Source: an optimization exercise on an open RTL-to-GDS flow (aim: small area, a short achievable clock period and few clock cycles). Production flows keep margins and buffers that such runs may drop. At most, simulation tests tie the RTL to the original design; equivalence was not proved. The clock port is modelled as an ideal driver, which makes a skipped or thinned clock tree look cheaper than it is; a real chip needs a root buffer or a tree. Power is estimated from default activity; no workload was simulated.

==> module fpa_classify, before the edit <==
module fpa_classify (
	input  logic [31:0]     i_a,
	input  logic [31:0]     i_b,
	input  logic [2:0]      i_e_cmp,    
	output fpa_pkg::st_a_t  o_st
);
	logic [7:0]  ea;
	logic [7:0]  eb;
	logic        a_zero;
	logic        b_zero;
	logic        a_ones;
	logic        b_ones;
	logic        a_nan;
	logic        b_nan;
	logic        a_inf;
	logic        b_inf;
	logic        nan_res;
	logic        a_ge_b;      
	logic        fa_ge;       
	logic        e_eq;        
	logic        ea_ge;       
	logic        eff_sub;
	logic [8:0]  d_ab;
	logic [8:0]  d_ba;
	logic [7:0]  e_dist;
	logic [4:0]  shamt;       
	logic        sml_live;    
	logic [22:0] sml_frac;
	logic [22:0] big_frac;
	logic [26:0] sml_al;
	logic        neg_sml;
	logic [23:0] sml_m;
	logic [26:0] shifted;
	logic        sticky;
	assign ea = i_a[30:23];
	assign eb = i_b[30:23];
	assign a_zero = ~|ea;
	assign b_zero = ~|eb;
	assign a_ones = &ea;
	assign b_ones = &eb;
	assign a_nan  = a_ones & |i_a[22:0];
	assign b_nan  = b_ones & |i_b[22:0];
	assign a_inf  = a_ones & ~|i_a[22:0];
	assign b_inf  = b_ones & ~|i_b[22:0];
	assign nan_res = a_nan | b_nan | (a_inf & b_inf & (i_a[31] ^ i_b[31]));
	assign o_st.nan = nan_res;
	fpa_cmp_ge #(.W(31)) u_cmp (.i_a({8'h00, i_a[22:0]}), .i_b({8'h00, i_b[22:0]}), .o_ge(fa_ge));
	assign e_eq   = ea == eb;
	assign a_ge_b = ea_ge & (~e_eq | fa_ge);
	always_comb begin
		if (nan_res)
			o_st.sign = 1'b0;
		else if (a_zero & b_zero)
			o_st.sign = i_a[31] & i_b[31];
		else
			o_st.sign = a_ge_b ? i_a[31] : i_b[31];
	end
	assign eff_sub   = i_a[31] ^ i_b[31];
	assign d_ab   = {1'b0, ea} - {1'b0, eb};
	assign d_ba   = {1'b0, eb} - {1'b0, ea};
	assign ea_ge  = i_e_cmp[2] | (i_e_cmp[1] & i_e_cmp[0]);
	assign e_dist = ea_ge ? d_ab[7:0] : d_ba[7:0];
	assign sml_live = ~(a_zero | b_zero);
	assign shamt    = (a_zero | b_zero | (e_dist > 8'd27)) ? 5'd27 : e_dist[4:0];
	assign o_st.exp      = ea_ge ? ea : eb;
	assign big_frac      = a_ge_b ? i_a[22:0] : i_b[22:0];
	assign sml_frac      = a_ge_b ? i_b[22:0] : i_a[22:0];
	assign neg_sml = eff_sub;
	assign o_st.neg_sml = neg_sml;
	assign sml_m   = {1'b1, sml_frac};
	assign shifted = {sml_m, 3'b000} >> shamt;
	always_comb begin
		sticky = 1'b0;
		for (int i = 0; i < 24; i++) begin
			if (shamt > 5'(i + 3)) sticky = sticky | sml_m[i];
		end
	end
	assign sml_al = {shifted[26:1], (shifted[0] | sticky) & sml_live};
	assign o_st.big_frac = big_frac;
	assign o_st.sml_x = sml_al ^ {27{neg_sml}};
endmodule
export LEC_CHECK = 0
export ABC_AREA = 1
export CAP_MARGIN = 20
export CORE_MARGIN = 2
export CORE_UTILIZATION = 60
export CTS_CLUSTER_DIAMETER = 100
export CTS_CLUSTER_SIZE = 30
export SLEW_MARGIN = 60
create_clock -name core_clock -period 17.0 [get_ports {i_clk}]
standard.sh (not shown) runs the stock make flow with config.mk's settings and CLKGATE_MAP_FILE= SYNTH_SCRIPT=/design/flow/synth_recipe.tcl, a recipe that flattens the netlist after the stock synthesis.
==> flow/flow/run.sh <==
#!/bin/bash
# The standard layout, with plain buffers (not delay cells) on the ports.
# make's output goes to make.log; each ORFS step also logs under orfs/logs/.
set -euo pipefail
bash standard.sh 'BUFFER_PORTS_ARGS=-buffer_cell sky130_fd_sc_hd__buf_2' finish > make.log 2>&1
Change:
--- a/flow/design.v
+++ b/flow/design.v
@@ -52,8 +52,8 @@
 	logic        e_eq;        
 	logic        ea_ge;       
 	logic        eff_sub;
-	logic [8:0]  d_ab;
-	logic [8:0]  d_ba;
+	logic [7:0]  e_big;
+	logic [7:0]  e_sml;
 	logic [7:0]  e_dist;
 	logic [4:0]  shamt;       
 	logic        sml_live;    
@@ -88,13 +88,13 @@
 			o_st.sign = a_ge_b ? i_a[31] : i_b[31];
 	end
 	assign eff_sub   = i_a[31] ^ i_b[31];
-	assign d_ab   = {1'b0, ea} - {1'b0, eb};
-	assign d_ba   = {1'b0, eb} - {1'b0, ea};
+	assign e_big  = ea_ge ? ea : eb;
+	assign e_sml  = ea_ge ? eb : ea;
 	assign ea_ge  = i_e_cmp[2] | (i_e_cmp[1] & i_e_cmp[0]);
-	assign e_dist = ea_ge ? d_ab[7:0] : d_ba[7:0];
+	assign e_dist = e_big - e_sml;
 	assign sml_live = ~(a_zero | b_zero);
 	assign shamt    = (a_zero | b_zero | (e_dist > 8'd27)) ? 5'd27 : e_dist[4:0];
-	assign o_st.exp      = ea_ge ? ea : eb;
+	assign o_st.exp      = e_big;
 	assign big_frac      = a_ge_b ? i_a[22:0] : i_b[22:0];
 	assign sml_frac      = a_ge_b ? i_b[22:0] : i_a[22:0];
 	assign neg_sml = eff_sub;
The changed run finished with timing, DRC and antenna clean.
Wire length shrinks by 8.4%.
Clock power came out higher by about 4%.
Global-route usage shrinks by 1.6 points.
Setup slack gets better by 0.013 ns.
Final area drops by 1.1%.
Count of clock-buffer cells in the layout went up by 1.
Clock skew falls by 0.011 ns.
Synthesized cell count falls by 1.5%.
Worst hold slack improves by 0.011 ns.
Testbench counts after the change, summed over its fixed seeds: cycles 12,032.
No functional check of the RTL was part of the first run of this note.

* * *

fpa_adder, a different RTL version from the one above (not shown whole).
// fpa_adder
module fpa_adder (
	input  logic           i_clk,
	input  logic           i_arst_n,
	input  logic           i_valid,
	input  logic [31:0]    i_a,
	input  logic [31:0]    i_b,
	output logic           o_valid,
	output logic [31:0]    o_result
);
	logic [31:0]     op_a;
	logic [31:0]     op_b;
	logic [2:0]      e_cmp;
	logic [2:0]      op_e_cmp;     
	fpa_pkg::st_a_t  st_a_d;
	fpa_pkg::st_a_t  st_a_q;
	fpa_pkg::st_b_t  st_b_d;
	fpa_pkg::st_b_t  st_b_q;
	fpa_pkg::st_c_t  st_c_d;
	fpa_pkg::st_c_t  st_c_q;
	logic [31:0]     res_d;
	logic [fpa_pkg::LAT-1:0] vld;
	assign e_cmp = {i_a[30:27] > i_b[30:27], i_a[30:27] == i_b[30:27], i_a[26:23] >= i_b[26:23]};
	fpa_classify  u_classify  (.i_a(op_a), .i_b(op_b), .i_e_cmp(op_e_cmp), .o_st(st_a_d));
	fpa_align_add u_align_add (.i_st(st_a_q), .o_st(st_b_d));
	fpa_normalize u_normalize (.i_st(st_b_q), .o_st(st_c_d));
	fpa_special   u_special   (.i_st(st_c_q), .o_result(res_d));
	generate
		if (fpa_pkg::CUT_IN) begin : g_cut_in
  ...
==> module fpa_classify, before the edit <==
module fpa_classify (
	input  logic [31:0]     i_a,
	input  logic [31:0]     i_b,
	input  logic [2:0]      i_e_cmp,    
	output fpa_pkg::st_a_t  o_st
);
	logic [7:0]  ea;
	logic [7:0]  eb;
	logic        a_zero;
	logic        b_zero;
	logic        a_ones;
	logic        b_ones;
	logic        a_nan;
	logic        b_nan;
	logic        a_inf;
	logic        b_inf;
	logic        nan_res;
	logic        a_ge_b;      
	logic        fa_ge;       
	logic        e_eq;        
	logic        ea_ge;       
	logic        eff_sub;
	logic [7:0]  e_big;
	logic [7:0]  e_sml;
	logic [7:0]  e_dist;
	logic [4:0]  shamt;       
	logic        sml_live;    
	logic [22:0] sml_frac;
	logic [22:0] big_frac;
	logic [26:0] sml_al;
	logic        neg_sml;
	logic [23:0] sml_m;
	logic [26:0] shifted;
	logic        sticky;
	assign ea = i_a[30:23];
	assign eb = i_b[30:23];
	assign a_zero = ~|ea;
	assign b_zero = ~|eb;
	assign a_ones = &ea;
	assign b_ones = &eb;
	assign a_nan  = a_ones & |i_a[22:0];
	assign b_nan  = b_ones & |i_b[22:0];
	assign a_inf  = a_ones & ~|i_a[22:0];
	assign b_inf  = b_ones & ~|i_b[22:0];
	assign nan_res = a_nan | b_nan | (a_inf & b_inf & (i_a[31] ^ i_b[31]));
	assign o_st.nan = nan_res;
	fpa_cmp_ge #(.W(31)) u_cmp (.i_a({8'h00, i_a[22:0]}), .i_b({8'h00, i_b[22:0]}), .o_ge(fa_ge));
	assign e_eq   = ea == eb;
	assign a_ge_b = ea_ge & (~e_eq | fa_ge);
	always_comb begin
		if (nan_res)
			o_st.sign = 1'b0;
		else if (a_zero & b_zero)
			o_st.sign = i_a[31] & i_b[31];
		else
			o_st.sign = a_ge_b ? i_a[31] : i_b[31];
	end
	assign eff_sub   = i_a[31] ^ i_b[31];
	assign e_big  = ea_ge ? ea : eb;
	assign e_sml  = ea_ge ? eb : ea;
	assign ea_ge  = i_e_cmp[2] | (i_e_cmp[1] & i_e_cmp[0]);
	assign e_dist = e_big - e_sml;
	assign sml_live = ~(a_zero | b_zero);
	assign shamt    = (a_zero | b_zero | (e_dist > 8'd27)) ? 5'd27 : e_dist[4:0];
	assign o_st.exp      = e_big;
	assign big_frac      = a_ge_b ? i_a[22:0] : i_b[22:0];
	assign sml_frac      = a_ge_b ? i_b[22:0] : i_a[22:0];
	assign neg_sml = eff_sub;
	assign o_st.neg_sml = neg_sml;
	assign sml_m   = {1'b1, sml_frac};
	assign shifted = {sml_m, 3'b000} >> shamt;
	always_comb begin
		sticky = 1'b0;
		for (int i = 0; i < 24; i++) begin
			if (shamt > 5'(i + 3)) sticky = sticky | sml_m[i];
		end
	end
	assign sml_al = {shifted[26:1], (shifted[0] | sticky) & sml_live};
	assign o_st.big_frac = big_frac;
	assign o_st.sml_x = sml_al ^ {27{neg_sml}};
endmodule
==> module fpa_add, before the edit <==
module fpa_add #(
	parameter int N = 28
) (
	input  logic [N-1:0] i_a,
	input  logic [N-1:0] i_b,
	input  logic         i_cin,
	output logic [N-1:0] o_sum
);
	logic [N:0] g;
	logic [N:0] p;
	logic [N:0] x;
	localparam int K  = 7;
	localparam int NG = (N + K) / K;    
	logic [NG-1:0] gg;
	logic [NG-1:0] gp;
	always_comb begin
		x = {i_a ^ i_b, 1'b0};
		g = {i_a & i_b, i_cin};
		p = x;
		for (int i = 1; i <= N; i++) begin
			if (i % K != 0) begin
				g[i] = g[i] | (p[i] & g[i - 1]);
				p[i] = p[i] & p[i - 1];
			end
		end
		for (int j = 0; j < NG; j++) begin
			gg[j] = g[(j * K + K - 1 > N) ? N : j * K + K - 1];
			gp[j] = p[(j * K + K - 1 > N) ? N : j * K + K - 1];
		end
		for (int d = 1; d < NG; d = d * 2) begin
			for (int i = 2 * d - 1; i < NG; i = i + 2 * d) begin
				gg[i] = gg[i] | (gp[i] & gg[i - d]);
				gp[i] = gp[i] & gp[i - d];
			end
		end
		for (int d = 16; d >= 1; d = d / 2) begin
			for (int i = 3 * d - 1; i < NG; i = i + 2 * d) begin
				gg[i] = gg[i] | (gp[i] & gg[i - d]);
				gp[i] = gp[i] & gp[i - d];
			end
		end
		for (int i = K; i <= N; i++) begin
			g[i] = g[i] | (p[i] & gg[i / K - 1]);
		end
	end
	assign o_sum = x[N:1] ^ g[N-1:0];
endmodule
Settings: LEC_CHECK=0, ABC_AREA=1, CAP_MARGIN=20, CORE_MARGIN=2, CORE_UTILIZATION=60, CTS_CLUSTER_DIAMETER=100, CTS_CLUSTER_SIZE=30, SLEW_MARGIN=60; clock period 17.0 ns.
==> flow/flow/run.sh <==
#!/bin/bash
# The standard layout with three changes:
#  - synthesis maps adders with the rest of the logic (no separate half and
#    full adder cell extraction); registers come out as in the standard synthesis
#  - plain buffers (not delay cells) on the ports
#  - a clock tree one buffer level shallower (flow/post_cts.tcl)
# make's output goes to make.log; each ORFS step also logs under orfs/logs/.
set -euo pipefail
bash standard.sh ADDER_MAP_FILE= 'BUFFER_PORTS_ARGS=-buffer_cell sky130_fd_sc_hd__buf_2' "POST_CTS_TCL=$PWD/flow/post_cts.tcl" finish > make.log 2>&1
==> flow/flow/post_cts.tcl <==
# Clock tree with one buffer level less: the leaf buffers hang straight off
# the root buffer. The middle buffers go, their loads move to the root's net,
# and the balancing dummy loads, which drive nothing, go as well.
set block [ord::get_db_block]
set mids {}
set dummies {}
foreach inst [$block getInsts] {
  set name [$inst getName]
  if {[string match "clkbuf_1_*" $name]} { lappend mids $inst }
  if {[string match "clkload*" $name]} { lappend dummies $inst }
}
foreach inst $dummies {
  puts "post_cts: removing dummy load [$inst getName]"
  odb::dbInst_destroy $inst
}
foreach inst $mids {
  set in_net [[$inst findITerm A] getNet]
  set out_net [[$inst findITerm X] getNet]
  puts "post_cts: removing [$inst getName], loads of [$out_net getName] move to [$in_net getName]"
  set loads {}
  foreach it [$out_net getITerms] {
    if {[$it getInst] ne $inst} { lappend loads $it }
  }
  odb::dbInst_destroy $inst
  foreach it $loads {
    $it disconnect
    $it connect $in_net
  }
  odb::dbNet_destroy $out_net
}
The baseline completed with no timing, DRC or antenna violations.
Edit:
--- a/flow/design.v
+++ b/flow/design.v
@@ -92,21 +92,26 @@
 	assign e_sml  = ea_ge ? eb : ea;
 	assign ea_ge  = i_e_cmp[2] | (i_e_cmp[1] & i_e_cmp[0]);
 	assign e_dist = e_big - e_sml;
 	assign sml_live = ~(a_zero | b_zero);
-	assign shamt    = (a_zero | b_zero | (e_dist > 8'd27)) ? 5'd27 : e_dist[4:0];
+	assign shamt    = e_dist[4:0] | {5{|e_dist[7:5] | a_zero | b_zero}};
 	assign o_st.exp      = e_big;
 	assign big_frac      = a_ge_b ? i_a[22:0] : i_b[22:0];
 	assign sml_frac      = a_ge_b ? i_b[22:0] : i_a[22:0];
 	assign neg_sml = eff_sub;
 	assign o_st.neg_sml = neg_sml;
 	assign sml_m   = {1'b1, sml_frac};
-	assign shifted = {sml_m, 3'b000} >> shamt;
 	always_comb begin
+		logic [26:0] v;
+		v      = {sml_m, 3'b000};
 		sticky = 1'b0;
-		for (int i = 0; i < 24; i++) begin
-			if (shamt > 5'(i + 3)) sticky = sticky | sml_m[i];
+		for (int k = 0; k < 5; k++) begin
+			if (shamt[k]) begin
+				sticky = sticky | |(v & ((27'd1 << (1 << k)) - 27'd1));
+				v      = v >> (1 << k);
+			end
 		end
+		shifted = v;
 	end
 	assign sml_al = {shifted[26:1], (shifted[0] | sticky) & sml_live};
 	assign o_st.big_frac = big_frac;
 	assign o_st.sml_x = sml_al ^ {27{neg_sml}};
@@ -170,41 +175,24 @@
 );
 	logic [N:0] g;
 	logic [N:0] p;
 	logic [N:0] x;
-	localparam int K  = 7;
-	localparam int NG = (N + K) / K;    
-	logic [NG-1:0] gg;
-	logic [NG-1:0] gp;
 	always_comb begin
 		x = {i_a ^ i_b, 1'b0};
 		g = {i_a & i_b, i_cin};
 		p = x;
-		for (int i = 1; i <= N; i++) begin
-			if (i % K != 0) begin
-				g[i] = g[i] | (p[i] & g[i - 1]);
-				p[i] = p[i] & p[i - 1];
+		for (int d = 1; d <= N; d = d * 2) begin
+			for (int i = 2 * d - 1; i <= N; i = i + 2 * d) begin
+				g[i] = g[i] | (p[i] & g[i - d]);
+				p[i] = p[i] & p[i - d];
 			end
 		end
-		for (int j = 0; j < NG; j++) begin
-			gg[j] = g[(j * K + K - 1 > N) ? N : j * K + K - 1];
-			gp[j] = p[(j * K + K - 1 > N) ? N : j * K + K - 1];
-		end
-		for (int d = 1; d < NG; d = d * 2) begin
-			for (int i = 2 * d - 1; i < NG; i = i + 2 * d) begin
-				gg[i] = gg[i] | (gp[i] & gg[i - d]);
-				gp[i] = gp[i] & gp[i - d];
+		for (int d = 32; d >= 1; d = d / 2) begin
+			for (int i = 3 * d - 1; i <= N; i = i + 2 * d) begin
+				g[i] = g[i] | (p[i] & g[i - d]);
+				p[i] = p[i] & p[i - d];
 			end
 		end
-		for (int d = 16; d >= 1; d = d / 2) begin
-			for (int i = 3 * d - 1; i < NG; i = i + 2 * d) begin
-				gg[i] = gg[i] | (gp[i] & gg[i - d]);
-				gp[i] = gp[i] & gp[i - d];
-			end
-		end
-		for (int i = K; i <= N; i++) begin
-			g[i] = g[i] | (p[i] & gg[i / K - 1]);
-		end
 	end
 	assign o_sum = x[N:1] ^ g[N-1:0];
 endmodule
 `timescale 1ns/1ps
Result: Count of clock-buffer cells in the layout is unchanged. Global-route usage falls by 3.7 points. Worst hold slack barely changes. Sequential cell count stays the same. Power falls by 1.3%. Register-to-register slack gains 80 ps. Synthesized area decreases by 4.3%. Die area falls by 4.2%. Core utilization came out higher by 0.11 points. Routed wire length drops by 16%.
Testbench counts after the change, summed over its fixed seeds: cycles 12,032.
Only the layout flow was run in the first run of this note; the RTL was not checked for function there.

[afterwards: timing with drivers on the ports]
How much do the figures lean on ideal ports? The routed layouts below were timed once more, with nothing changed but the port constraints. Step 1 (the two cells are an assumption about what drives the block):
set clk [get_ports {i_clk}]
set_driving_cell -lib_cell sky130_fd_sc_hd__clkbuf_16 $clk
set_driving_cell -lib_cell sky130_fd_sc_hd__buf_2 [delete_from_list [all_inputs] $clk]
Step 2 adds t to the input delays and takes it off the output delays; t is the mean of the earliest and latest rising clock arrival at the registers after step 1. Input paths then give back, and output paths get back, about the clock's delay inside the block. a / b / c = no drivers / after step 1 / after step 2; a / b = the first two.
run | t (ns) | setup slack, ns | worst setup path at the end
the first run of note 1 | 0.525 | 12.613 / 12.566 / 12.709 | input to register
the second run of note 1 | 0.526 | 12.626 / 12.578 / 12.727 | input to register
the first run of note 2 | 0.453 | 12.680 / 12.632 / 12.416 | input to register
the second run of note 2 | 0.442 | 12.687 / 12.641 / 12.488 | input to register
After both steps every run listed still meets setup and hold. The setup slack of the first run of note 2, which loses most, moves by -0.048 ns with the drivers and by -0.264 ns with both steps.
